This design comes from an exercise in tuning for small area on the open sky130 flow, not from production work.
In this exercise RTL edits were held to simulation tests only and were not proved equivalent to the original.
Power and IR drop assume default switching activity.

==> design.v <==
module bridge_chip (
	input  logic        osc_o,
	input  logic        rst_n,
	input  logic        psel,
	input  logic        penable,
	input  logic        pwrite,
	input  logic [19:0] paddr,
	input  logic [31:0] pwdata,
	output logic        pready,
	output logic [31:0] prdata,
	input  logic        rx_cmd_valid,
	input  logic [15:0] rx_word_count,
	input  logic [1:0]  rx_vc,
	input  logic [5:0]  rx_data_type,
	output logic        tx_cmd_req,
	output logic [15:0] tx_word_count,
	output logic [1:0]  tx_vc,
	output logic [5:0]  tx_data_type,
	input  logic        tx_cmd_ack,
	input  logic        lcd_reset,
	input  logic        dphy_rdy,
	output logic        panel_rst,
	output logic        pstart,
	output logic        link_rst_n
);
	logic [54:0] apb_req_w;
	logic [32:0] apb_rsp_w;
	logic [23:0] rx_cmd_w;
	logic [23:0] tx_cmd_w;
	assign apb_req_w = {psel, penable, pwrite, paddr, pwdata};
	assign pready    = apb_rsp_w[32];
	assign prdata    = apb_rsp_w[31:0];
	assign rx_cmd_w  = {rx_word_count, rx_vc, rx_data_type};
	assign tx_word_count = tx_cmd_w[23:8];
	assign tx_vc         = tx_cmd_w[7:6];
	assign tx_data_type  = tx_cmd_w[5:0];
	bridge_top u_bridge (
		.osc_o        (osc_o),
		.rst_n        (rst_n),
		.apb_req      (apb_req_w),
		.apb_rsp      (apb_rsp_w),
		.rx_cmd_valid (rx_cmd_valid),
		.rx_cmd       (rx_cmd_w),
		.tx_cmd_req   (tx_cmd_req),
		.tx_cmd       (tx_cmd_w),
		.tx_cmd_ack   (tx_cmd_ack),
		.lcd_reset    (lcd_reset),
		.dphy_rdy     (dphy_rdy),
		.panel_rst    (panel_rst),
		.pstart       (pstart),
		.link_rst_n   (link_rst_n)
	);
endmodule

package bridge_pkg;
	typedef logic [31:0] word_t;
	typedef logic [19:0] apb_addr_t;
	typedef logic [1:0]  vc_t;
	typedef logic [5:0]  data_type_t;
	typedef logic [15:0] byte_count_t;
	typedef logic [2:0]  reg_index_t;
	typedef struct packed {
		logic      sel;
		logic      enable;
		logic      write;
		apb_addr_t addr;
		word_t     wdata;
	} apb_req_t;
	typedef struct packed {
		logic  ready;
		word_t rdata;
	} apb_rsp_t;
	typedef struct packed {
		logic       write;
		reg_index_t index;
		word_t      wdata;
	} bank_req_t;
	typedef struct packed {
		byte_count_t word_count;
		vc_t         vc;
		data_type_t  data_type;
	} rx_cmd_t;
	typedef struct packed {
		byte_count_t word_count;
		vc_t         vc;
		data_type_t  data_type;
	} tx_cmd_t;
	typedef enum logic [1:0] {APB_IDLE, APB_WAIT, APB_READY} apb_state_t;
	typedef enum logic {RB_IDLE, RB_REQ} rb_state_t;
	localparam int LINK_WIN_BIT     = 17;
	localparam int LINK_OFFSET_BITS = 10;
	localparam logic [3:0] LOC_FUNC   = 4'h0;
	localparam logic [3:0] LOC_PORT   = 4'h4;
	localparam logic [3:0] LOC_SEL    = 4'h8;
	localparam logic [3:0] LOC_STATUS = 4'hC;
	localparam data_type_t DT_DCS_READ  = 6'h06;
	localparam data_type_t DT_READ_RESP = 6'h21;
	localparam int PORT_START_BIT     = 1;
	localparam int PORT_LINK_RST_BIT  = 2;
	localparam int PORT_PANEL_RST_BIT = 7;
	localparam int STAT_LCD_RESET_BIT = 5;
	localparam int STAT_DPHY_RDY_BIT  = 4;
	localparam int STAT_DROP_BIT      = 3;
endpackage
module apb_port (
	input  logic osc_o,
	input  logic rst_n,
	input  logic psel,
	input  logic penable,
	output logic acc,     
	output logic ready    
);
	always_ff @(posedge osc_o) begin
		acc   <= rst_n && psel && !penable && !acc && !ready;
		ready <= rst_n && acc;
	end
endmodule
module ctrl_regs (
	input  logic        osc_o,
	input  logic        rst_n,
	input  logic        acc,
	input  logic        ready,
	input  logic        loc_wr,      
	input  logic [3:0]  offset,
	input  logic [3:0]  rd_loc,      
	input  logic [7:0]  wdata_n,     
	input  logic        lcd_reset,
	input  logic        dphy_rdy,
	input  logic        drop_set,
	output logic [31:0] rdata,
	output logic        link_sel,
	output logic        panel_rst,
	output logic        pstart,
	output logic        link_rst_n
);
	logic [7:0] func_n;
	logic [7:0] port_n;
	logic       sel_n;
	logic       drop_q;
	logic       lcd_q, dphy_q, drop_rd;
	always_ff @(posedge osc_o) begin
		if (!rst_n || (ready && loc_wr && offset == 4'h0))
			func_n <= wdata_n;
		if (!rst_n || (ready && loc_wr && offset == 4'h4))
			port_n <= wdata_n;
		if (!rst_n || (acc && loc_wr && offset == 4'h8))
			sel_n <= wdata_n[0];
		drop_q <= rst_n && (drop_set || (drop_q && !(acc && loc_wr && offset == 4'hC)));
		lcd_q   <= lcd_reset;
		dphy_q  <= dphy_rdy;
		drop_rd <= drop_q;
	end
	always_comb begin
		rdata = '0;
		rdata[7:0] = (~func_n & {8{rd_loc[0]}}) | (~port_n & {8{rd_loc[1]}});
		rdata[0]   = rdata[0] | (~sel_n & rd_loc[2]);
		rdata[5:3] = rdata[5:3] | ({lcd_q, dphy_q, drop_rd} & {3{rd_loc[3]}});
	end
	assign link_sel   = !sel_n;
	assign panel_rst  = !(func_n[0] || port_n[7]);
	assign pstart     = !(func_n[0] || port_n[1]);
	assign link_rst_n = !(func_n[0] || port_n[2]);
endmodule
module link_regs (
	input  logic        osc_o,
	input  logic        rst_n,
	input  logic [7:0]  we,       
	input  logic [7:0]  re,       
	input  logic [31:0] wdata_n,  
	output logic [31:0] rdata,
	output logic [31:0] word0
);
	logic [31:0] regs_n [8];
	always_ff @(posedge osc_o) begin
		for (int i = 0; i < 8; i++)
			if (we[i] || !rst_n)
				regs_n[i] <= wdata_n;
	end
	always_comb begin
		rdata = '0;
		for (int i = 0; i < 8; i++)
			rdata = rdata | (~regs_n[i] & {32{re[i]}});
	end
	assign word0 = ~regs_n[0];
endmodule
module readback_engine (
	input  logic        osc_o,
	input  logic        rst_n,
	input  logic        rx_cmd_valid,
	input  logic [1:0]  rx_k,
	input  logic [5:0]  rx_data_type,
	input  logic [31:0] tx_word0,
	input  logic [31:0] rx_word0,
	output logic        tx_cmd_req,
	output logic [7:0]  tx_id,
	output logic [1:0]  tx_vc,
	input  logic        tx_cmd_ack,
	output logic        drop_set
);
	logic is_dcs_read;
	logic accept;
	assign is_dcs_read = rx_cmd_valid && (rx_data_type == 6'h06);
	assign accept      = is_dcs_read && !tx_cmd_req && tx_word0[2];
	always_ff @(posedge osc_o) begin
		tx_cmd_req <= rst_n && (tx_cmd_req ? !tx_cmd_ack : accept);
		drop_set   <= rst_n && is_dcs_read && tx_cmd_req;
		if (accept) begin
			tx_vc <= tx_word0[1:0];
			tx_id <= rx_word0[{rx_k, 3'b000} +: 8];
		end
	end
endmodule
module bridge_top (
	input  logic                osc_o,
	input  logic                rst_n,
	input  bridge_pkg::apb_req_t apb_req,
	output bridge_pkg::apb_rsp_t apb_rsp,
	input  logic                rx_cmd_valid,
	input  bridge_pkg::rx_cmd_t rx_cmd,
	output logic                tx_cmd_req,
	output bridge_pkg::tx_cmd_t tx_cmd,
	input  logic                tx_cmd_ack,
	input  logic                lcd_reset,
	input  logic                dphy_rdy,
	output logic                panel_rst,
	output logic                pstart,
	output logic                link_rst_n
);
	logic        acc, ready;
	logic        link_sel;
	logic        drop_set;
	logic [19:0] addr;
	logic        loc_hit, link_hit;
	logic [7:0]  word;
	logic [7:0]  tx_we, rx_we, tx_re, rx_re;
	logic [31:0] wdata_n;
	logic [31:0] loc_rdata, tx_rdata, rx_rdata;
	logic [31:0] tx_word0, rx_word0;
	logic [7:0]  tx_id;
	logic [1:0]  tx_vc;
	assign addr     = apb_req.addr;
	assign loc_hit  = (addr[19:4] == '0);
	assign link_hit = addr[17] && (addr[9:5] == '0);
	assign wdata_n  = ~(apb_req.wdata & {32{rst_n}});
	always_comb
		for (int i = 0; i < 8; i++)
			word[i] = (addr[4:2] == i);
	assign tx_we = word & {8{acc && apb_req.write && link_hit && !link_sel}};
	assign rx_we = word & {8{acc && apb_req.write && link_hit &&  link_sel}};
	logic       rd_tx, rd_rx;
	logic [2:0] rd_idx;
	logic [3:0] rd_loc;
	always_comb begin
		rd_tx  = link_hit && !link_sel;
		rd_rx  = link_hit &&  link_sel;
		rd_idx = addr[4:2];
		rd_loc = {4{loc_hit}} & {addr[3:0] == 4'hC, addr[3:0] == 4'h8, addr[3:0] == 4'h4, addr[3:0] == 4'h0};
	end
	always_comb
		for (int i = 0; i < 8; i++) begin
			tx_re[i] = rd_tx && (rd_idx == i);
			rx_re[i] = rd_rx && (rd_idx == i);
		end
	apb_port u_apb_port (
		.osc_o   (osc_o),
		.rst_n   (rst_n),
		.psel    (apb_req.sel),
		.penable (apb_req.enable),
		.acc     (acc),
		.ready   (ready)
	);
	ctrl_regs u_ctrl_regs (
		.osc_o      (osc_o),
		.rst_n      (rst_n),
		.acc        (acc),
		.ready      (ready),
		.loc_wr     (loc_hit && apb_req.write),
		.offset     (addr[3:0]),
		.rd_loc     (rd_loc),
		.wdata_n    (wdata_n[7:0]),
		.lcd_reset  (lcd_reset),
		.dphy_rdy   (dphy_rdy),
		.drop_set   (drop_set),
		.rdata      (loc_rdata),
		.link_sel   (link_sel),
		.panel_rst  (panel_rst),
		.pstart     (pstart),
		.link_rst_n (link_rst_n)
	);
	link_regs u_tx_regs (
		.osc_o (osc_o),
		.rst_n (rst_n),
		.we    (tx_we),
		.re    (tx_re),
		.wdata_n (wdata_n),
		.rdata (tx_rdata),
		.word0 (tx_word0)
	);
	link_regs u_rx_regs (
		.osc_o (osc_o),
		.rst_n (rst_n),
		.we    (rx_we),
		.re    (rx_re),
		.wdata_n (wdata_n),
		.rdata (rx_rdata),
		.word0 (rx_word0)
	);
	readback_engine u_readback_engine (
		.osc_o        (osc_o),
		.rst_n        (rst_n),
		.rx_cmd_valid (rx_cmd_valid),
		.rx_k         (rx_cmd.word_count[1:0]),
		.rx_data_type (rx_cmd.data_type),
		.tx_word0     (tx_word0),
		.rx_word0     (rx_word0),
		.tx_cmd_req   (tx_cmd_req),
		.tx_id        (tx_id),
		.tx_vc        (tx_vc),
		.tx_cmd_ack   (tx_cmd_ack),
		.drop_set     (drop_set)
	);
	assign apb_rsp.ready = ready;
	assign apb_rsp.rdata = loc_rdata | tx_rdata | rx_rdata;
	assign tx_cmd.word_count = {8'h00, tx_id};
	assign tx_cmd.vc         = tx_vc;
	assign tx_cmd.data_type  = 6'h21;
endmodule
==> flow/run.sh <==
#!/bin/bash
# Standard ORFS layout with these changes:
#  - synthesis maps logic with an area-oriented ABC script (registers are
#    untouched: same dfflibmap step, names and cell types as standard synthesis)
#  - ports are buffered with buf_1 instead of the default delay buffer
#  - CTS inserts no dummy loads and builds its tree from clkbuf_8 with
#    clusters of up to 20 sinks
#  - after global routing, gates off the critical paths are downsized
#    (ORFS's RECOVER_POWER step)
# Every tool's output goes to a log in this folder (and ORFS keeps its own
# per-step logs under orfs/logs).
set -euo pipefail
here=$(pwd)
rm -rf "$here/scripts_local"
cp -r "$FLOW_HOME/scripts" "$here/scripts_local"
cp "$here/flow/abc_area_nf.script" "$here/scripts_local/abc_speed.script"
export SCRIPTS_DIR="$here/scripts_local"
export BUFFER_PORTS_ARGS="-buffer_cell sky130_fd_sc_hd__buf_1"
export CTS_ARGS="-sink_clustering_enable -repair_clock_nets -dont_use_dummy_load -buf_list sky130_fd_sc_hd__clkbuf_8 -sink_clustering_size 20 -sink_clustering_max_diameter 60"
export RECOVER_POWER=100
bash standard.sh > "$here/orfs_make.log" 2>&1
==> flow/abc_area_nf.script <==
strash
&get -n
&st
&dc2
&dch
&nf -R 1000
&put
==> standard.sh <==
#!/bin/bash
# synth_recipe.tcl (not shown) runs the flow's synth.tcl, then flattens the netlist and writes it again
# the make line also repeats each setting of config.mk as NAME=value (left out here)
make -C /OpenROAD-flow-scripts/flow DESIGN_CONFIG=/design/flow/config.mk WORK_HOME=/design/flow/orfs CLKGATE_MAP_FILE= SYNTH_SCRIPT=/design/flow/synth_recipe.tcl "${@:-finish}"
==> config.mk <==
export PLATFORM = sky130hd
export DESIGN_NAME = bridge_chip
export DESIGN_NICKNAME = bridge_chip
export VERILOG_FILES = /design/flow/design.v
export SDC_FILE = /design/flow/constraint.sdc
export NUM_CORES = 4
export LEC_CHECK = 0
export CAP_MARGIN = 20
export CORE_MARGIN = 2
export CORE_UTILIZATION = 60
export SLEW_MARGIN = 20
==> constraint.sdc <==
create_clock -name core_clock -period 5.0 [get_ports {osc_o}]
set_input_delay 1.0000 -clock core_clock [delete_from_list [all_inputs] [get_ports {osc_o}]]
set_output_delay 1.0000 -clock core_clock [all_outputs]
set_load 0.01 [all_outputs]
==> run summary, run 1 <==
status finished with violations; SO Faults capacitance limit, slew limit; WL met3 4250 um; Synth Area in Compound Gates 0.0918; hpwl dp 29400 um; # nets final 1368; hold_sp u_bridge.u_ctrl_regs.drop_q; Yosys reg bits 547; Num CTS Buffers 36; Reg clk slew, reported paths 90 ps; RSZ-0062 raised after global routing no; Worst Setup SP paddr[6]; final setup vio count 0; CTS tree yes; skew final ~53 ps; die area 0.0340 mm2; slew margin rel. -0.850; CP startpoint kind primary input; Worst-Margin Slew around 2700 ps; Pwr per Cell Area 363 mW/mm2; DR vias 11648; maxcap violations 14; met2 wire length ~26000 um; # DRC 0; post-synth top area share 0.829; # fillers 2303; CTS H-tree depth 2; top cells by area, synth edfxtp_1, o22ai_1, nor4_1, nand2_1, mux4_2; Die X 184 um; Main synth FF type edfxtp_1; CORE AREA 0.0323 mm2; area leader, netlist edfxtp_1; Adder-Cell Fraction of Synth Area 0; gr ovfl total 0; fin. max-slew vios 170; reg-to-reg startpoint u_bridge.u_ctrl_regs.sel_n; Top Layer Used met4; I/O Buffers between 100 and 150; Initial Util 0.604; initial antenna violation count 0; PnR Total Power 7.78 mW; Mapped Area 0.0195 mm2; final wirelength 54000 um; Hold-fix buffers, CTS 0; Post-DRT Antenna Nets 0; met1 WL 22000 um; footprint of the multi-input gates around 0.0031 mm2; Synth async-reset ratio 0; crit path capture type flop; layout cells sized above 1 0.0726; Final Cycle Share 0.924; Req. time, crit path 5200 ps; Fin. Hold Viols 0; first-pass GRT wire length ~76000 um; Diodes inserted 0; Post-synth EDFFs 539; Fin Hold WS 376 ps; WS Path Type in -> reg; GP Congestion 0.781; register area around 0.016 mm2; Worst-Skew Late Latency 590 ps; row count 66; vias per cell 6.76; cell with the most instances after synthesis edfxtp_1; Synth Area in Simple Gates 0.0537; cts repair resizes 0; largest net degree at the start of global routing 40; fmax about 220 MHz; post-CTS setup buffer count 0; clock sinks 547; Initial DRT Pass Iterations 5; count of cell types in the netlist 32; xor/xnor share of the synthesized area 0; I/O Pins 146; All-Layer GR Usage 0.321; top post-synthesis cells by count edfxtp_1, o22ai_1, nand2_1; CP Max Fanout 23; LEAKAGE 7.08 nW; chip height 184 um; vias in the first global route roughly 11000; Cells after Synth ~1100; clk root buf clkbuf_8; drt initial violations between 1500 and 2000; post-synthesis sequential area ratio 0.838; Hold WC Path Type reg -> reg; multiplexer area fraction after synthesis 0.00923; CP Data Arrival Time ~4800 ps; Area Growth Syn to Fin 9.88%; fin crit period between 4000 and 5000 ps; VDD IR max between 0.0002 and 0.00025 V; DR WL/cell 31.3 um; Max Root-Sink Buffers 3; Synthesis Warnings 6; Mean Syn Cell Area 18.0 um2; main combinational cell family by area after synthesis compound AO/OA/AOI/OAI gates
## kinds of logic after synthesis
| group | Yosys count |
|---|---|
| DFF | 547 |
| AOI/OAI and AO/OA | 288 |
| and+or+nand+nor | 214 |
| buffers and inverters | 24 |
| muxes | 8 |
| other | 2 |
## power by group
group          internal, mW  leakage (nW)  switching [mW]
Combinational        0.0665          1.41           0.254
Sequential             5.43          5.41           0.111
Clock                 0.654         0.259            1.26
## metal layers
metal	global-route usage	vias to the layer above
met2	0.526	609
met3	0.0407	91
met5	0	-
li1	-	4930
met4	0.0928	0
met1	0.459	6018
## layout make-up
type | count | area share
sequential | 547 | 0.762
multi-input combinational | 524 | 0.146
timing repair buffer | 164 | 0.0415
tap | 442 | 0.0258
clock buffer | 36 | 0.0231
inverter | 10 | 0.00175
## registers in the layout, summed over array words and instances (netlist names)
name,flops
u_bridge.u_readback_engine.drop_set,1
u_bridge.u_ctrl_regs.drop_rd,1
u_bridge.u_readback_engine.tx_vc,2
u_bridge.u_readback_engine.tx_id,8
u_bridge.u_readback_engine.tx_cmd_req,1
u_bridge.u_ctrl_regs.func_n,8
u_bridge.u_tx_regs.regs_n,256
u_bridge.u_ctrl_regs.port_n,8
u_bridge.u_apb_port.ready,1
u_bridge.u_rx_regs.regs_n,256
u_bridge.u_ctrl_regs.drop_q,1
u_bridge.u_ctrl_regs.lcd_q,1
u_bridge.u_apb_port.acc,1
u_bridge.u_ctrl_regs.dphy_q,1
u_bridge.u_ctrl_regs.sel_n,1
## placed cells by master (no fill, tap or decap), types with 11 or more instances in the layout
cell / n
nand3_1: 23
clkbuf_8: 36
o21ai_0: 16
nor2_1: 39
conb_1: 14
nand2_1: 65
clkbuf_2: 12
clkbuf_1: 11
o22ai_1: 256
edfxtp_1: 539
buf_1: 112
buf_4: 16
buf_12: 12
nor4_1: 50
## per-stage QoR
| stage | TNS (ps) | setup WS (ps) | instances | utilization | instance area (um2) |
|---|---|---|---|---|---|
| after detailed placement | 0 | 584 | 1687 | 0.657 | 21200 |
| after CTS | 0 | 583 | 1723 | 0.672 | 21700 |
| after global placement | 0 | 591 | 1687 | 0.657 | 21200 |
| after floorplan | -49850 | -195 | 1095 | - | 19600 |
| after global routing | 0 | 280 | 1723 | 0.664 | 21400 |
| final | 0 | 379 | 1723 | 0.664 | 21400 |
## critical path: stages
cell and delay [ps]:
buf_1 70, nor4_1 380, and4b_1 510, nand3_1 120, clkbuf_1 280, o21ai_0 2120
buf_12 320
## worst paths after layout
kind | cells after the start | slack [ps] | to
setup / recovery | 7 | 380 | u_bridge.u_tx_regs.regs_n[0][11]
hold / removal | 0 | 380 | u_bridge.u_ctrl_regs.drop_rd
setup reg to reg | 5 | 970 | u_bridge.u_tx_regs.regs_n[0][11]
hold reg to reg | 0 | 380 | u_bridge.u_ctrl_regs.drop_rd
==> inputs of run 2 (changes only) <==
--- a/design.v
+++ b/design.v
@@ -165,14 +165,17 @@
 	input  logic        osc_o,
-	input  logic        rst_n,
-	input  logic [7:0]  we,       
-	input  logic [7:0]  re,       
+	input  logic        phi,
+	input  logic [3:0]  load,     
+	input  logic [3:0]  rsel0,    
+	input  logic [3:0]  rsel1,    
 	input  logic [31:0] wdata_n,  
 	output logic [31:0] rdata,
-	output logic [31:0] word0
+	output logic [31:0] word0     
 );
-	logic [31:0] regs_n [8];
+	logic [31:0] p0_n [4];
+	logic [31:0] p1_n [4];
 	always_ff @(posedge osc_o) begin
-		for (int i = 0; i < 8; i++)
-			if (we[i] || !rst_n)
-				regs_n[i] <= wdata_n;
+		for (int j = 0; j < 4; j++) begin
+			p1_n[j] <= p0_n[j];
+			p0_n[j] <= load[j] ? wdata_n : p1_n[j];
+		end
 	end
@@ -180,6 +183,6 @@
 		rdata = '0;
-		for (int i = 0; i < 8; i++)
-			rdata = rdata | (~regs_n[i] & {32{re[i]}});
+		for (int j = 0; j < 4; j++)
+			rdata = rdata | (~p0_n[j] & {32{rsel0[j]}}) | (~p1_n[j] & {32{rsel1[j]}});
 	end
-	assign word0 = ~regs_n[0];
+	assign word0 = phi ? ~p1_n[0] : ~p0_n[0];
 endmodule
@@ -188,2 +191,3 @@
 	input  logic        rst_n,
+	input  logic        block,        
 	input  logic        rx_cmd_valid,
@@ -202,3 +206,3 @@
 	assign is_dcs_read = rx_cmd_valid && (rx_data_type == 6'h06);
-	assign accept      = is_dcs_read && !tx_cmd_req && tx_word0[2];
+	assign accept      = is_dcs_read && !tx_cmd_req && tx_word0[2] && !block;
 	always_ff @(posedge osc_o) begin
@@ -208,3 +212,4 @@
 			tx_vc <= tx_word0[1:0];
-			tx_id <= rx_word0[{rx_k, 3'b000} +: 8];
+			tx_id <= (rx_word0[7:0] & {8{rx_k == 2'd0}}) | (rx_word0[15:8] & {8{rx_k == 2'd1}})
+			       | (rx_word0[23:16] & {8{rx_k == 2'd2}}) | (rx_word0[31:24] & {8{rx_k == 2'd3}});
 		end
@@ -233,7 +238,10 @@
 	logic        loc_hit, link_hit;
-	logic [7:0]  word;
-	logic [7:0]  tx_we, rx_we, tx_re, rx_re;
+	logic        clear, rst_d, phi;
+	logic        wr_link, pend0;
+	logic [3:0]  pair, rd_pair, rd_loc;
+	logic [3:0]  tx_load, rx_load;
+	logic [3:0]  tx_rsel0, tx_rsel1, rx_rsel0, rx_rsel1;
 	logic [31:0] wdata_n;
 	logic [31:0] loc_rdata, tx_rdata, rx_rdata;
-	logic [31:0] tx_word0, rx_word0;
+	logic [31:0] tx_ring0, rx_ring0, tx_word0, rx_word0;
 	logic [7:0]  tx_id;
@@ -243,22 +251,23 @@
 	assign link_hit = addr[17] && (addr[9:5] == '0);
-	assign wdata_n  = ~(apb_req.wdata & {32{rst_n}});
-	always_comb
-		for (int i = 0; i < 8; i++)
-			word[i] = (addr[4:2] == i);
-	assign tx_we = word & {8{acc && apb_req.write && link_hit && !link_sel}};
-	assign rx_we = word & {8{acc && apb_req.write && link_hit &&  link_sel}};
-	logic       rd_tx, rd_rx;
-	logic [2:0] rd_idx;
-	logic [3:0] rd_loc;
-	always_comb begin
-		rd_tx  = link_hit && !link_sel;
-		rd_rx  = link_hit &&  link_sel;
-		rd_idx = addr[4:2];
-		rd_loc = {4{loc_hit}} & {addr[3:0] == 4'hC, addr[3:0] == 4'h8, addr[3:0] == 4'h4, addr[3:0] == 4'h0};
+	always_ff @(posedge osc_o) begin
+		rst_d <= !rst_n;
+		phi   <= rst_n && !phi;
 	end
+	assign clear = !rst_n || rst_d;
+	assign wdata_n = ~(apb_req.wdata & {32{!clear}});
 	always_comb
-		for (int i = 0; i < 8; i++) begin
-			tx_re[i] = rd_tx && (rd_idx == i);
-			rx_re[i] = rd_rx && (rd_idx == i);
-		end
+		for (int j = 0; j < 4; j++)
+			pair[j] = (addr[4:3] == j);
+	assign wr_link = (acc || ready) && apb_req.write && link_hit && (addr[2] ^ phi);
+	assign tx_load = {4{clear}} | (pair & {4{wr_link && !link_sel}});
+	assign rx_load = {4{clear}} | (pair & {4{wr_link &&  link_sel}});
+	assign rd_loc   = {4{loc_hit}} & {addr[3:0] == 4'hC, addr[3:0] == 4'h8, addr[3:0] == 4'h4, addr[3:0] == 4'h0};
+	assign rd_pair  = pair & {4{link_hit}};
+	assign tx_rsel0 = rd_pair & {4{!link_sel && (addr[2] == phi)}};
+	assign tx_rsel1 = rd_pair & {4{!link_sel && (addr[2] != phi)}};
+	assign rx_rsel0 = rd_pair & {4{ link_sel && (addr[2] == phi)}};
+	assign rx_rsel1 = rd_pair & {4{ link_sel && (addr[2] != phi)}};
+	assign pend0    = ready && apb_req.write && link_hit && (addr[4:2] == 3'd0) && phi;
+	assign tx_word0 = (pend0 && !link_sel) ? apb_req.wdata : tx_ring0;
+	assign rx_word0 = (pend0 &&  link_sel) ? apb_req.wdata : rx_ring0;
 	apb_port u_apb_port (
@@ -290,18 +299,20 @@
 	link_regs u_tx_regs (
-		.osc_o (osc_o),
-		.rst_n (rst_n),
-		.we    (tx_we),
-		.re    (tx_re),
+		.osc_o   (osc_o),
+		.phi     (phi),
+		.load    (tx_load),
+		.rsel0   (tx_rsel0),
+		.rsel1   (tx_rsel1),
 		.wdata_n (wdata_n),
-		.rdata (tx_rdata),
-		.word0 (tx_word0)
+		.rdata   (tx_rdata),
+		.word0   (tx_ring0)
 	);
 	link_regs u_rx_regs (
-		.osc_o (osc_o),
-		.rst_n (rst_n),
-		.we    (rx_we),
-		.re    (rx_re),
+		.osc_o   (osc_o),
+		.phi     (phi),
+		.load    (rx_load),
+		.rsel0   (rx_rsel0),
+		.rsel1   (rx_rsel1),
 		.wdata_n (wdata_n),
-		.rdata (rx_rdata),
-		.word0 (rx_word0)
+		.rdata   (rx_rdata),
+		.word0   (rx_ring0)
 	);
@@ -310,2 +321,3 @@
 		.rst_n        (rst_n),
+		.block        (rst_d),
 		.rx_cmd_valid (rx_cmd_valid),
--- a/flow/run.sh
+++ b/flow/run.sh
@@ -1,3 +1,3 @@
 #!/bin/bash
-# Standard ORFS layout with these changes:
+# Standard ORFS layout with three changes:
 #  - synthesis maps logic with an area-oriented ABC script (registers are
@@ -7,4 +7,2 @@
 #    clusters of up to 20 sinks
-#  - after global routing, gates off the critical paths are downsized
-#    (ORFS's RECOVER_POWER step)
 # Every tool's output goes to a log in this folder (and ORFS keeps its own
@@ -19,3 +17,2 @@
 export CTS_ARGS="-sink_clustering_enable -repair_clock_nets -dont_use_dummy_load -buf_list sky130_fd_sc_hd__clkbuf_8 -sink_clustering_size 20 -sink_clustering_max_diameter 60"
-export RECOVER_POWER=100
 bash standard.sh > "$here/orfs_make.log" 2>&1
==> run summary, run 2 <==
CTS tree yes; main combinational cell family by area after synthesis compound AO/OA/AOI/OAI gates; Worst-Margin Slew 916 ps; post-synth top area share 0.600; post-route cell area 0.0193 mm2; LEAKAGE 6.78 nW; most frequent cells in the layout dfxtp_1, nor2_1, a21oi_1; fin. max-slew vios 0; Main synth FF type dfxtp_1; xor/xnor share of the synthesized area 0.000503; slew margin rel. 0.389; CORE AREA 0.0286 mm2; area leader, netlist dfxtp_1; top cells by area, synth dfxtp_1, a21oi_1, o22ai_1, nor2_1, edfxtp_1; Mean Syn Cell Area about 10 um2; Reg clk slew, reported paths 120 ps; # DRC 0; vias in the first global route 14160; Synth async-reset ratio 0; status timing/DRC/antenna clean; Fin Hold WS 308 ps; DR vias between 10000 and 15000; fin crit period 4690 ps; Post-synth EDFFs 27; Synthesis Warnings 7; largest net degree at the start of global routing 70; CP Data Arrival Time 3690 ps; clk root buf clkbuf_8; vias per cell 6.30; Synth Area in Compound Gates 0.204; Synth Area in Simple Gates 0.135; CP Buf/Inv Count 3; crit-path cells buf_1, nor4_1, nand3b_1, nor2_1, nand2_2, buf_4, o22ai_1, nor4_1, nand3_1, buf_1; most common cell after layout, fill and taps aside dfxtp_1; post-CTS setup buffer count 0; CTS H-tree depth 2; final setup vio count 0; CP Max Fanout 18; Fin. Hold Viols 0; initial antenna violation count 0; Hold WC Path Type reg -> reg; Diodes inserted 0; crit path capture type primary output; drt initial violations around 1500; VDD IR max 0.000230 V; Req. time, crit path 4000 ps; Post-Place Cell Area roughly 0.019 mm2; cts repair resizes 0; Num CTS Buffers 37; All-Layer GR Usage 0.351; first-pass GRT wire length 81600 um; RSZ-0062 raised after global routing no; I/O Buffers 115; Initial Util 0.608; Worst-Skew Late Latency just under 600 ps; count of cell types in the netlist 37; row count 62; pre-CTS setup slack 373 ps; die area 0.0304 mm2; family with the most delay on the worst path simple AND/OR/NAND/NOR gates; Crit-path slowest cell nand2_2; Cells after Synth 1742; multiplexer area fraction after synthesis 0.00194; GP Congestion 0.882; DR WL/cell 23.3 um; Pwr per Cell Area approximately 370 mW/mm2; # fillers between 2000 and 2500; Final Cycle Share 0.937; Adder-Cell Fraction of Synth Area 0; maxcap violations 0; Final WS setup 314 ps; setup TNS 0 ps; gr ovfl total 0; Area Growth Syn to Fin 11.1%; CP startpoint kind primary input; Initial DRT Pass Iterations 5; WS Path Type in -> out; Mapped Area 0.0174 mm2; I/O Pins 146; crit-path max cell delay 530 ps; top post-synthesis cells by count dfxtp_1, nor2_1, a21oi_1; final wirelength ~54000 um; hpwl dp roughly 32000 um; Max Root-Sink Buffers 3; Final Util 0.676; fmax roughly 210 MHz; clock sinks 549; skew final roughly 47 ps; post-synthesis sequential area ratio 0.647; cell with the most instances after synthesis dfxtp_1; Hold-fix buffers, CTS 0; Die X around 170 um; Yosys reg bits approximately 550; chip height between 150 and 200 um; Post-DRT Antenna Nets 0; layout cells sized above 1 0.0545; # nets final 2031
## run 2: layer usage
| metal | GRT usage | vias up | part of all wire |
|---|---|---|---|
| met5 | 0 | - | 0 |
| met4 | 0.143 | 0 | 0.040 |
| met3 | 0.0676 | 165 | 0.10 |
| met2 | 0.551 | 857 | 0.45 |
| met1 | 0.480 | 6875 | 0.41 |
| li1 | - | 6759 | - |
## run 2: logic make-up (layout without fill, tap and decap cells)
| kind of cell | Yosys count | after routing |
|---|---|---|
| AO/OA/AOI/OAI | 623 | 623 |
| flip-flops | 549 | 549 |
| buffers and inverters | 40 | 230 |
| XOR/XNOR | 1 | 1 |
| multiplexers | 3 | 3 |
| AND/OR/NAND/NOR | 524 | 524 |
| other | 2 | 14 |
## run 2: worst paths after layout
kind | startpoint | endpoint | slack [ps] | depth (start not counted)
worst max-delay path | paddr[6] | prdata[4] | 310 | 10
worst min-delay path | u_bridge.u_tx_regs.p0_n[0][27] | u_bridge.u_tx_regs.p1_n[0][27] | 310 | 0
worst max register to register | u_bridge.phi | u_bridge.u_readback_engine.tx_vc[1] | 1850 | 5
worst min register to register | u_bridge.u_tx_regs.p0_n[0][27] | u_bridge.u_tx_regs.p1_n[0][27] | 310 | 0
## run 2: power by group
part           internal, mW  switching, mW
clock network         0.672           1.29
registers              4.64          0.131
logic                 0.114          0.247
total                  5.43           1.67
## run 2: layout make-up
type / count / area, um2 / share of cell area
flip-flops and latches: 549 / 11300 / 0.582
multi-input cells: 1165 / 6070 / 0.314
repair buffers: 167 / 922 / 0.0477
clock buffers: 37 / 509 / 0.0263
well taps: 384 / 480 / 0.0248
inverters: 26 / 97.6 / 0.00505
## run 2: stage by stage
stage               instances  power, mW
floorplan                1754       5.05
global route             2328       7.33
finish                   2328       7.10
global placement         2291       5.21
detailed placement       2291       5.22
CTS                      2328       7.10
==> inputs of run 3 (changes only) <==
==> flow/run.sh (replaced) <==
#!/bin/bash
# Standard ORFS layout with three changes:
#  - synthesis maps logic with an area-oriented ABC script (two passes) (registers are
#    untouched: same dfflibmap step, names and cell types as standard synthesis)
#  - ports are buffered with buf_1 instead of the default delay buffer
#  - CTS inserts no dummy loads and builds its tree from clkbuf_8 with
#    clusters of up to 16 sinks
# Every tool's output goes to a log in this folder (and ORFS keeps its own
# per-step logs under orfs/logs).
set -euo pipefail
here=$(pwd)
rm -rf "$here/scripts_local"
cp -r "$FLOW_HOME/scripts" "$here/scripts_local"
cp "$here/flow/abc_area_nf.script" "$here/scripts_local/abc_speed.script"
export SCRIPTS_DIR="$here/scripts_local"
export BUFFER_PORTS_ARGS="-buffer_cell sky130_fd_sc_hd__buf_1"
export CTS_ARGS="-sink_clustering_enable -repair_clock_nets -dont_use_dummy_load -buf_list sky130_fd_sc_hd__clkbuf_8 -sink_clustering_size 16 -sink_clustering_max_diameter 60"
bash standard.sh > "$here/orfs_make.log" 2>&1
==> flow/abc_area_nf.script (replaced) <==
strash
&get -n
&st
&dc2
&dch
&nf -R 1000
&put
strash
&get -n
&st
&dch
&nf -R 1000
&put
--- a/config.mk
+++ b/config.mk
@@ -9,3 +9,3 @@
 export CORE_MARGIN = 2
-export CORE_UTILIZATION = 60
+export CORE_UTILIZATION = 70
 export SLEW_MARGIN = 20
==> run summary, run 3 <==
status timing/DRC/antenna clean; Max Root-Sink Buffers 3; Fin. Hold Viols 0; post-synth top area share 0.604; routing usage on met1 0.545; CTS tree yes; Final Cycle Share 0.912; vias in the first global route 14258; crit-path cells buf_1, nor4_1, nand3b_1, nor3b_1, nand2_1, buf_4, o22ai_1, nor3_1, o221ai_1, or3_1, buf_1; top post-synthesis cells by count dfxtp_1, nor2_1, a21oi_1; I/O Pins between 100 and 150; CORE AREA 0.0243 mm2; RSZ-0062 raised after global routing no; final wirelength ~53000 um; CP Max Fanout 30; Hold WC Path Type reg -> reg; met3 Track Usage GR 0.0621; Post-synth EDFFs 27; Req. time, crit path 4000 ps; post-CTS setup buffer count 0; Main synth FF type dfxtp_1; vias per cell 6.69; Mapped Area between 0.015 and 0.02 mm2; Cells after Synth 1730; GP Congestion 0.877; count of cell types in the netlist 37; Pwr per Cell Area 372 mW/mm2; final setup vio count 0; cell with the most instances after synthesis dfxtp_1; row count 57; most common cell after layout, fill and taps aside dfxtp_1; slew margin rel. 0.200; fmax between 200 and 250 MHz; Crit-path slowest cell nor3b_1; met2 Track Usage GR 0.633; initial antenna violation count 1; area leader, netlist dfxtp_1; PnR Total Power between 7 and 8 mW; maxcap violations 0; chip height 161 um; Synthesis Warnings 7; Reg clk slew, reported paths roughly 90 ps; reg2reg setup slack between 1500 and 2000 ps; most frequent cells in the layout dfxtp_1, nor2_1, a21oi_1; Mean Syn Cell Area approximately 10 um2; CP startpoint kind primary input; post-synthesis sequential area ratio 0.651; gr ovfl total 0; CP Buf/Inv Count 3; first-pass GRT wire length ~80000 um; die area 0.0260 mm2; fin crit period about 4600 ps; Worst-Skew Late Latency roughly 570 ps; Post-DRT Antenna Nets 0; setup TNS 0 ps; I/O Buffers 115; clock sinks 549; Num CTS Buffers 40; cts repair resizes 0; Initial Util 0.712; LEAKAGE roughly 6.8 nW; DR vias 15120; CP Data Arrival Time approximately 3600 ps; fin. max-slew vios 0; crit-path max cell delay 500 ps; Synth async-reset ratio 0; layout cells sized above 1 0.0553; WS Path Type in -> out; # DRC 0; Worst-Margin Slew roughly 1200 ps; crit path capture type primary output; Yosys reg bits between 500 and 600; Initial DRT Pass Iterations 7; skew final 41.4 ps; CP most frequent cell buf_1; VDD IR max 0.000297 V; GRT busiest layer met2; largest net degree at the start of global routing 46; CTS H-tree depth 2; Hold-fix buffers, CTS 0; drt initial violations 2014; # nets final 2023; top cells by area, synth dfxtp_1, o22ai_1, a21oi_1, nor2_1, edfxtp_1; All-Layer GR Usage 0.400; Area Growth Syn to Fin 11.2%; clk root buf clkbuf_8; family with the most delay on the worst path simple AND/OR/NAND/NOR gates; Die X approximately 160 um; hpwl dp 32700 um; DR WL/cell about 24 um
-- run 3: cell count changes after synthesis, sizes merged, moves of 6 or more --
cell	change
a21oi	-26
o22ai	+13
nor3	+10
nand3	-6
nand2b	-16
clkinv	+15
nor2	-12
o21ai	+24
-- run 3: per-stage QoR --
step	util	hold slack (ps)	cell area, um2	cells	worst slack [ps]
after floorplan	-	325	17300	1742	-59.3
after global placement	0.768	330	18700	2220	614
after detailed placement	0.768	336	18700	2220	493
after CTS	0.791	303	19200	2260	480
after global routing	0.791	312	19200	2261	267
final	0.791	302	19200	2261	440
-- run 3: power by group --
group	internal, mW	switching, mW
combinational	0.110	0.235
clock	0.722	1.31
sequential	4.64	0.141
total	5.48	1.69
-- run 3: cell type report --
class                   count  area, um2
flip-flops and latches    549      11300
multi-input cells        1138       5940
fillers                  1661       5080
repair buffers            168        930
clock buffers              40        551
well taps                 324        405
inverters                  41        154
diodes                      1       2.50
-- run 3: path summary, 6_finish.rpt --
| kind | to | start | depth (start not counted) |
|---|---|---|---|
| setup reg to reg | u_bridge.u_readback_engine.tx_id[7] | u_bridge.phi | 6 |
| hold reg to reg | u_bridge.u_rx_regs.p1_n[2][25] | u_bridge.u_rx_regs.p0_n[2][25] | 0 |
| setup / recovery | prdata[17] | paddr[6] | 11 |
| hold / removal | u_bridge.u_rx_regs.p1_n[2][25] | u_bridge.u_rx_regs.p0_n[2][25] | 0 |
-- run 3: cell families after synthesis --
logic type	after synthesis	synth area share
AOI/OAI and AO/OA	623	0.204
xor gates and xnor gates	2	0.00101
buffers and inverters	55	0.0150
DFF	549	0.651
muxes	3	0.00188
other	2	0.000434
and+or+nand+nor	496	0.127
-- run 3: routing by layer --
metal | vias up | wire length, um
met1 | 7136 | 20700
met4 | 0 | 2660
met3 | 209 | 5860
li1 | 6733 | -
met2 | 1042 | 24100
met5 | - | 0
==> inputs of run 4 (changes only) <==
--- a/design.v
+++ b/design.v
@@ -165,24 +165,58 @@
 	input  logic        osc_o,
+	input  logic        clear,
 	input  logic        phi,
-	input  logic [3:0]  load,     
-	input  logic [3:0]  rsel0,    
-	input  logic [3:0]  rsel1,    
-	input  logic [31:0] wdata_n,  
+	input  logic [2:0]  psi,       
+	input  logic        wr_early,  
+	input  logic        wr_late,   
+	input  logic        rd,        
+	input  logic [2:0]  idx,       
+	input  logic [31:0] wdata,
 	output logic [31:0] rdata,
-	output logic [31:0] word0     
+	output logic [31:0] word0      
 );
-	logic [31:0] p0_n [4];
-	logic [31:0] p1_n [4];
-	always_ff @(posedge osc_o) begin
-		for (int j = 0; j < 4; j++) begin
-			p1_n[j] <= p0_n[j];
-			p0_n[j] <= load[j] ? wdata_n : p1_n[j];
+	logic [31:0] r0_n [2];    
+	logic [31:0] ra_n [3];    
+	logic [31:0] rb_n [3];    
+	logic        in_0;
+	logic [2:0]  wa, wb;      
+	logic [2:0]  posa, posb;  
+	logic        put0, puta, putb;
+	assign in_0 = (idx == 3'd0) || (idx == 3'd7);
+	always_comb begin
+		for (int k = 0; k < 3; k++) begin
+			wa[k] = (idx == 3'(1 + k));
+			wb[k] = (idx == 3'(4 + k));
+		end
+		for (int j = 0; j < 3; j++) begin
+			posa[j] = 1'b0;
+			posb[j] = 1'b0;
+			for (int k = 0; k < 3; k++) begin
+				posa[j] = posa[j] | (wa[k] & psi[(j - k + 3) % 3]);
+				posb[j] = posb[j] | (wb[k] & psi[(j - k + 3) % 3]);
+			end
 		end
 	end
+	assign put0 = wr_late  && in_0 && (idx[0] ^ phi);
+	assign puta = wr_early && posa[2];
+	assign putb = wr_early && posb[2];
+	always_ff @(posedge osc_o) begin
+		r0_n[1] <= r0_n[0];
+		r0_n[0] <= (clear || put0) ? ~(wdata & {32{put0}}) : r0_n[1];
+		ra_n[1] <= ra_n[0];
+		ra_n[2] <= ra_n[1];
+		ra_n[0] <= (clear || puta) ? ~(wdata & {32{puta}}) : ra_n[2];
+		rb_n[1] <= rb_n[0];
+		rb_n[2] <= rb_n[1];
+		rb_n[0] <= (clear || putb) ? ~(wdata & {32{putb}}) : rb_n[2];
+	end
 	always_comb begin
 		rdata = '0;
-		for (int j = 0; j < 4; j++)
-			rdata = rdata | (~p0_n[j] & {32{rsel0[j]}}) | (~p1_n[j] & {32{rsel1[j]}});
+		for (int j = 0; j < 2; j++)
+			rdata = rdata | (~r0_n[j] & {32{rd && in_0 && ((idx[0] == phi) == (j == 0))}});
+		for (int j = 0; j < 3; j++) begin
+			rdata = rdata | (~ra_n[j] & {32{rd && posa[j]}});
+			rdata = rdata | (~rb_n[j] & {32{rd && posb[j]}});
+		end
 	end
-	assign word0 = phi ? ~p1_n[0] : ~p0_n[0];
+	assign word0 = phi ? ~r0_n[1] : ~r0_n[0];
 endmodule
@@ -233,3 +267,3 @@
 );
-	logic        acc, ready;
+	logic        acc, ready, setup;
 	logic        link_sel;
@@ -238,8 +272,7 @@
 	logic        loc_hit, link_hit;
-	logic        clear, rst_d, phi;
-	logic        wr_link, pend0;
-	logic [3:0]  pair, rd_pair, rd_loc;
-	logic [3:0]  tx_load, rx_load;
-	logic [3:0]  tx_rsel0, tx_rsel1, rx_rsel0, rx_rsel1;
-	logic [31:0] wdata_n;
+	logic        clear, rst_d1, rst_d2, phi;
+	logic [2:0]  psi;
+	logic        wr_early, wr_late, pend0;
+	logic [3:0]  rd_loc;
+	logic [7:0]  wdata_n;
 	logic [31:0] loc_rdata, tx_rdata, rx_rdata;
@@ -252,19 +285,19 @@
 	always_ff @(posedge osc_o) begin
-		rst_d <= !rst_n;
-		phi   <= rst_n && !phi;
+		rst_d1 <= !rst_n;
+		rst_d2 <= rst_d1;
+		phi    <= rst_n && !phi;
+		psi    <= rst_n ? {psi[1:0], psi[2]} : 3'b001;
+	end
+	assign clear = !rst_n || rst_d1 || rst_d2;
+	assign wdata_n = ~(apb_req.wdata[7:0] & {8{rst_n}});
+	assign setup    = apb_req.sel && !apb_req.enable && !acc && !ready;
+	assign wr_early = (setup || acc || ready) && rst_n && apb_req.write && link_hit;
+	assign wr_late  = (acc || ready) && rst_n && apb_req.write && link_hit;
+	logic rd_tx, rd_rx, rd_lhit;
+	always_ff @(posedge osc_o) begin
+		rd_tx   <= link_hit && !link_sel;
+		rd_rx   <= link_hit &&  link_sel;
+		rd_lhit <= loc_hit;
 	end
-	assign clear = !rst_n || rst_d;
-	assign wdata_n = ~(apb_req.wdata & {32{!clear}});
-	always_comb
-		for (int j = 0; j < 4; j++)
-			pair[j] = (addr[4:3] == j);
-	assign wr_link = (acc || ready) && apb_req.write && link_hit && (addr[2] ^ phi);
-	assign tx_load = {4{clear}} | (pair & {4{wr_link && !link_sel}});
-	assign rx_load = {4{clear}} | (pair & {4{wr_link &&  link_sel}});
-	assign rd_loc   = {4{loc_hit}} & {addr[3:0] == 4'hC, addr[3:0] == 4'h8, addr[3:0] == 4'h4, addr[3:0] == 4'h0};
-	assign rd_pair  = pair & {4{link_hit}};
-	assign tx_rsel0 = rd_pair & {4{!link_sel && (addr[2] == phi)}};
-	assign tx_rsel1 = rd_pair & {4{!link_sel && (addr[2] != phi)}};
-	assign rx_rsel0 = rd_pair & {4{ link_sel && (addr[2] == phi)}};
-	assign rx_rsel1 = rd_pair & {4{ link_sel && (addr[2] != phi)}};
+	assign rd_loc   = {4{rd_lhit}} & {addr[3:0] == 4'hC, addr[3:0] == 4'h8, addr[3:0] == 4'h4, addr[3:0] == 4'h0};
 	assign pend0    = ready && apb_req.write && link_hit && (addr[4:2] == 3'd0) && phi;
@@ -288,3 +321,3 @@
 		.rd_loc     (rd_loc),
-		.wdata_n    (wdata_n[7:0]),
+		.wdata_n    (wdata_n),
 		.lcd_reset  (lcd_reset),
@@ -299,20 +332,26 @@
 	link_regs u_tx_regs (
-		.osc_o   (osc_o),
-		.phi     (phi),
-		.load    (tx_load),
-		.rsel0   (tx_rsel0),
-		.rsel1   (tx_rsel1),
-		.wdata_n (wdata_n),
-		.rdata   (tx_rdata),
-		.word0   (tx_ring0)
+		.osc_o    (osc_o),
+		.clear    (clear),
+		.phi      (phi),
+		.psi      (psi),
+		.wr_early (wr_early && !link_sel),
+		.wr_late  (wr_late && !link_sel),
+		.rd       (rd_tx),
+		.idx      (addr[4:2]),
+		.wdata    (apb_req.wdata),
+		.rdata    (tx_rdata),
+		.word0    (tx_ring0)
 	);
 	link_regs u_rx_regs (
-		.osc_o   (osc_o),
-		.phi     (phi),
-		.load    (rx_load),
-		.rsel0   (rx_rsel0),
-		.rsel1   (rx_rsel1),
-		.wdata_n (wdata_n),
-		.rdata   (rx_rdata),
-		.word0   (rx_ring0)
+		.osc_o    (osc_o),
+		.clear    (clear),
+		.phi      (phi),
+		.psi      (psi),
+		.wr_early (wr_early && link_sel),
+		.wr_late  (wr_late && link_sel),
+		.rd       (rd_rx),
+		.idx      (addr[4:2]),
+		.wdata    (apb_req.wdata),
+		.rdata    (rx_rdata),
+		.word0    (rx_ring0)
 	);
@@ -321,3 +360,3 @@
 		.rst_n        (rst_n),
-		.block        (rst_d),
+		.block        (rst_d1),
 		.rx_cmd_valid (rx_cmd_valid),
==> run summary, run 4 <==
status timing/DRC/antenna clean; skew final 49.9 ps; # DRC 0; Fin. Hold Viols 0; Die X 159 um; Worst-Skew Late Latency 590 ps; All-Layer GR Usage 0.374; final setup vio count 0; slew margin rel. 0.284; post-synthesis sequential area ratio 0.677; hpwl dp roughly 31000 um; Worst-Margin Slew 1070 ps; initial antenna violation count 0; CTS H-tree depth 2; Final Cycle Share 0.895; DR vias between 10000 and 15000; chip height roughly 160 um; fin. max-slew vios 0; Pwr per Cell Area about 360 mW/mm2; CTS tree yes; top post-synthesis cells by count dfxtp_1, o22ai_1, nor2_1; top cells by area, synth dfxtp_1, o22ai_1, a21oi_1, nor2_1, edfxtp_1; drt initial violations 1882; Final Util 0.787; met2 wire length 23200 um; WS Path Type in -> out; Hold WC Path Type reg -> reg; Initial DRT Pass Iterations 6; CP startpoint kind primary input; final wirelength just under 50000 um; post-route cell area around 0.019 mm2; Num CTS Buffers 41; largest net degree at the start of global routing 41; clock sinks 556; crit-path cells buf_1, nor2_1, clkinv_1, o21ai_0, clkinv_1, nor2_1, nand2_1, buf_4, o22ai_1, nor4_1, nand2_1, buf_1; DR WL/cell 22.9 um; Main synth FF type dfxtp_1; Area Growth Syn to Fin 9.98%; Fin Hold WS about 320 ps; Crit-path slowest cell nor2_1; row count 56; most common cell after layout, fill and taps aside dfxtp_1; vias per cell between 6 and 7; crit-path max cell delay roughly 410 ps; count of cell types in the netlist 38; VDD IR max about 0.00033 V; Mean Syn Cell Area 10.5 um2; first-pass GRT wire length ~75000 um; I/O Buffers 115; # nets final roughly 1900; cell with the most instances after synthesis dfxtp_1; CP Max Fanout 32; Yosys reg bits 556; Top Layer Used met4; crit path capture type primary output; I/O Pins ~150; post-CTS setup buffer count 0; Mapped Area approximately 0.017 mm2; Initial Util 0.715; Reg clk slew, reported paths approximately 90 ps; setup TNS 0 ps; reg2reg setup slack 1990 ps; Synthesis Warnings 8; Post-Place Cell Area 0.0180 mm2; Req. time, crit path 4000 ps; Cells after Synth 1609; Post-synth EDFFs 27; PnR Total Power around 6.7 mW; layout cells sized above 1 0.0476; CORE AREA 0.0235 mm2; clk root buf clkbuf_8; Synth async-reset ratio 0; maxcap violations 0; cts repair resizes 0; WL met3 4930 um; area leader, netlist dfxtp_1; CP Data Arrival Time 3480 ps; # fillers 1652; fmax approximately 220 MHz; most frequent cells in the layout dfxtp_1, o22ai_1, nor2_1; Diodes inserted 0; post-synth top area share 0.629; RSZ-0062 raised after global routing no; Post-DRT Antenna Nets 0; Hold-fix buffers, CTS 0; die area 0.0253 mm2; met1 WL 19000 um; gr ovfl total 0; Max Root-Sink Buffers 3; vias in the first global route 13971; fin crit period 4480 ps; GP Congestion 0.897; LEAKAGE approximately 6.3 nW
[run 4: changes by cell type after synthesis, moves of 10 or more]
| cell | before | now |
|---|---|---|
| nand3_1 | 21 | 47 |
| a221oi_1 | 12 | 2 |
| nor4_1 | 51 | 17 |
| clkinv_1 | 41 | 10 |
| nor2_1 | 305 | 246 |
| a22oi_1 | 0 | 18 |
| a21oi_1 | 287 | 228 |
| nand2_1 | 42 | 77 |
| and2_0 | 36 | 5 |
| o21ai_0 | 51 | 12 |
| nor3_1 | 22 | 59 |
[run 4: power by group]
| group | internal (mW) | leakage [nW] | switching (mW) | total, mW |
|---|---|---|---|---|
| clock | 0.739 | 0.295 | 1.32 | 2.06 |
| sequential | 4.48 | 4.55 | 0.0107 | 4.49 |
| combinational | 0.0485 | 1.46 | 0.143 | 0.191 |
[run 4: layout make-up]
cell class,instances,area (um2),area share
inverters,10,37.5,0.00203
well taps,319,399,0.0216
repair buffers,158,767,0.0414
multi-input cells,1041,5350,0.289
flip-flops and latches,556,11400,0.616
clock buffers,41,564,0.0305
[run 4: worst max-delay path, delay by kind of cell]
kind,cells,cell delay (ps)
buffers and inverters,5,880
and+or+nand+nor,5,920
AOI/OAI and AO/OA,2,660
[run 4: through the flow]
step,setup slack [ps],instances
6_report,524,2125
5_1_grt,375,2125
4_1_cts,643,2125
3_5_place_dp,656,2084
3_3_place_gp,676,2084
2_1_floorplan,320,1621
[run 4: path summary, 6_finish.rpt]
kind / start / endpoint / cells after the start
setup / recovery: paddr[2] / prdata[4] / 12
hold / removal: u_bridge.u_rx_regs.rb_n[1][0] / u_bridge.u_rx_regs.rb_n[2][0] / 0
setup reg to reg: u_bridge.phi / u_bridge.u_readback_engine.tx_vc[0] / 6
hold reg to reg: u_bridge.u_rx_regs.rb_n[1][0] / u_bridge.u_rx_regs.rb_n[2][0] / 0
[run 4: metal layers]
metal / global-route usage / vias up
met5: 0 / -
met4: 0.146 / 0
met3: 0.0688 / 145
met2: 0.622 / 865
met1: 0.488 / 6750
li1: - / 6298
[run 4: cells by family after synthesis]
logic type | count (synthesis) | share of synthesized area
compound gates | 542 | 0.187
xor+xnor | 1 | 0.000520
buf+inv | 24 | 0.00847
flops | 556 | 0.677
mux | 6 | 0.00379
other cells | 2 | 0.000446
simple gates | 478 | 0.122
==> inputs of run 5 (changes only) <==
==> flow/run.sh (replaced) <==
#!/bin/bash
# Standard ORFS layout with these changes:
#  - synthesis maps logic with an area-oriented ABC script (two passes) (registers are
#    untouched: same dfflibmap step, names and cell types as standard synthesis)
#  - ports are buffered with buf_1 instead of the default delay buffer
#  - CTS inserts no dummy loads and builds its tree from clkbuf_4 with
#    clusters of up to 10 sinks
# Every tool's output goes to a log in this folder (and ORFS keeps its own
# per-step logs under orfs/logs).
set -euo pipefail
here=$(pwd)
rm -rf "$here/scripts_local"
cp -r "$FLOW_HOME/scripts" "$here/scripts_local"
cp "$here/flow/abc_area_nf.script" "$here/scripts_local/abc_speed.script"
export SCRIPTS_DIR="$here/scripts_local"
export BUFFER_PORTS_ARGS="-buffer_cell sky130_fd_sc_hd__buf_1"
export CTS_ARGS="-sink_clustering_enable -repair_clock_nets -dont_use_dummy_load -buf_list sky130_fd_sc_hd__clkbuf_4 -sink_clustering_size 10 -sink_clustering_max_diameter 45"
bash standard.sh > "$here/orfs_make.log" 2>&1
==> run summary, run 5 <==
status timing/DRC/antenna clean; Crit-path slowest cell nor2_1; Max Root-Sink Buffers 3; Fin. Hold Viols 0; Hold-fix buffers, CTS 0; RSZ-0062 raised after global routing no; Initial Util 0.715; slew margin rel. 0.306; skew final ~40 ps; Synthesis Warnings 8; top cells by area, synth dfxtp_1, o22ai_1, a21oi_1, nor2_1, edfxtp_1; CP Data Arrival Time 3440 ps; CORE AREA 0.0235 mm2; clk root buf clkbuf_4; crit-path cells buf_1, nor2_1, clkinv_1, o21ai_0, clkinv_1, nor2_1, nand2_1, buf_4, o22ai_1, nor4_1, nand2_1, buf_1; crit path capture type primary output; Req. time, crit path roughly 4000 ps; Num CTS Buffers 61; Hold WC Path Type in -> reg; initial antenna violation count 1; cell with the most instances after synthesis dfxtp_1; met3 Track Usage GR 0.0638; Cells after Synth about 1600; Post-DRT Antenna Nets 0; row count 56; final setup vio count 0; Worst-Margin Slew 1040 ps; area leader, netlist dfxtp_1; fmax 225 MHz; PnR Total Power 6.55 mW; Yosys reg bits approximately 560; maxcap violations 0; reg2reg setup slack 1950 ps; DR WL/cell 22.5 um; drt initial violations 1793; All-Layer GR Usage 0.372; Die X 159 um; final wirelength 48400 um; hpwl dp 30800 um; GRT busiest layer met2; post-synthesis sequential area ratio 0.677; # fillers 1676; fin crit period about 4400 ps; clock sinks 556; # nets final 1913; Mean Syn Cell Area roughly 10 um2; count of non-filler cells in the finished layout about 2100; CTS H-tree depth 2; post-synth top area share 0.629; gr ovfl total 0; Final Cycle Share 0.888; top post-synthesis cells by count dfxtp_1, o22ai_1, nor2_1; layout cells sized above 1 0.0581; vias per cell approximately 6.6; Synth async-reset ratio 0; DR vias around 14000; most common cell after layout, fill and taps aside dfxtp_1; LEAKAGE 6.29 nW; cts repair resizes 0; first-pass GRT wire length 74900 um; Placed Cells about 2100; most frequent cells in the layout dfxtp_1, o22ai_1, nor2_1; met2 Track Usage GR 0.614; I/O Buffers 115; die area 0.0253 mm2; routing usage on met1 0.493; Main synth FF type dfxtp_1; fin. max-slew vios 0; # DRC 0; setup TNS 0 ps; CTS tree yes; CP startpoint kind primary input; CP Max Fanout 32; Pwr per Cell Area 356 mW/mm2; largest net degree at the start of global routing 41; Mapped Area approximately 0.017 mm2; post-CTS setup buffer count 0; Reg clk slew, reported paths 110 ps; crit-path max cell delay roughly 400 ps; count of cell types in the netlist 38; Area Growth Syn to Fin 9.36%; Final Util 0.782; VDD IR max 0.000340 V; WS Path Type in -> out; Worst-Skew Late Latency 750 ps; vias in the first global route 14055; chip height 159 um; Post-synth EDFFs 27; I/O Pins 146; GP Congestion roughly 0.9; Initial DRT Pass Iterations 5
run 5: report_power, final:
group          switching [mW]  internal, mW  leakage (nW)
combinational           0.142        0.0485          1.46
sequential             0.0105          4.48          4.55
clock                    1.32         0.558         0.281
total                    1.47          5.08          6.29
run 5: area by class of cell:
class	instances	area, um2	share of cell area
Timing Repair Buffer	158	767	0.0416
Tap cell	319	399	0.0217
Sequential cell	556	11400	0.619
Clock buffer	61	458	0.0249
Inverter	10	37.5	0.00204
Multi-Input combinational cell	1041	5350	0.291
Antenna cell	1	2.50	0.000136
run 5: final timing paths:
| kind | to | start | cells after the start |
|---|---|---|---|
| worst max-delay path | prdata[4] | paddr[2] | 12 |
| worst min-delay path | u_bridge.u_ctrl_regs.lcd_q | lcd_reset | 1 |
| worst max register to register | u_bridge.u_readback_engine.tx_id[7] | u_bridge.phi | 6 |
| worst min register to register | u_bridge.u_tx_regs.rb_n[2][15] | u_bridge.u_tx_regs.rb_n[1][15] | 0 |
run 5: metal layers:
| layer | vias to the layer above | wire length [um] |
|---|---|---|
| met2 | 853 | 22900 |
| met4 | 0 | 1500 |
| li1 | 6364 | - |
| met1 | 6732 | 19100 |
| met5 | - | 0 |
| met3 | 139 | 4860 |
run 5: logic make-up (layout without fill, tap and decap cells):
logic type                after synthesis  count (layout)  synth area share
other                                   2              15          0.000446
xor gates and xnor gates                1               1          0.000520
muxes                                   6               6           0.00379
DFF                                   556             556             0.677
buffers and inverters                  24             229           0.00847
AOI/OAI and AO/OA                     542             542             0.187
and+or+nand+nor                       478             478             0.122
run 5: per-stage QoR:
stage | area, um2 | worst slack (ps) | hold WS, ps
after floorplan | 16900 | 320 | 331
after global placement | 18000 | 676 | 332
after detailed placement | 18000 | 656 | 336
after CTS | 18400 | 643 | 307
after global routing | 18400 | 372 | 308
final | 18400 | 559 | 329
run 5: worst max-delay path, delay by kind of cell:
family	cells	cell delay, ps
and+or+nand+nor	5	900
buffers and inverters	5	870
AOI/OAI and AO/OA	2	620

## what the ideal ports hide
In the flow no input, the clock included, has a driving cell. The finished layouts below were timed again as built, in two steps.
Step 1 sets driving cells, clkbuf_16 on the clock port and buf_2 on the other inputs (assumed; they add their load-dependent delay and slew).
Step 2 also shifts input and output timing later by t, the mid clock arrival at the registers, as if the neighbouring blocks saw the same clock.
Three values: no drivers, after step 1, after step 2; two values: the first two.
run | t (ns) | setup slack, ns | worst setup path after step 2 | latest minus earliest clock arrival (ns)
run 1 | 0.598 | 0.379 / 0.407 / -0.191 | input to register | 0.072 / 0.072
run 2 | 0.613 | 0.314 / 0.290 / 0.290 | input to output | 0.058 / 0.059
run 3 | 0.609 | 0.440 / 0.416 / 0.416 | input to output | 0.061 / 0.061
run 4 | 0.612 | 0.524 / 0.501 / 0.501 | input to output | 0.050 / 0.050
run 5 | 0.780 | 0.559 / 0.534 / 0.534 | input to output | 0.041 / 0.041
For run 1, which loses most, drivers alone change the setup slack by +0.028 ns; drivers and shift together by -0.570 ns.
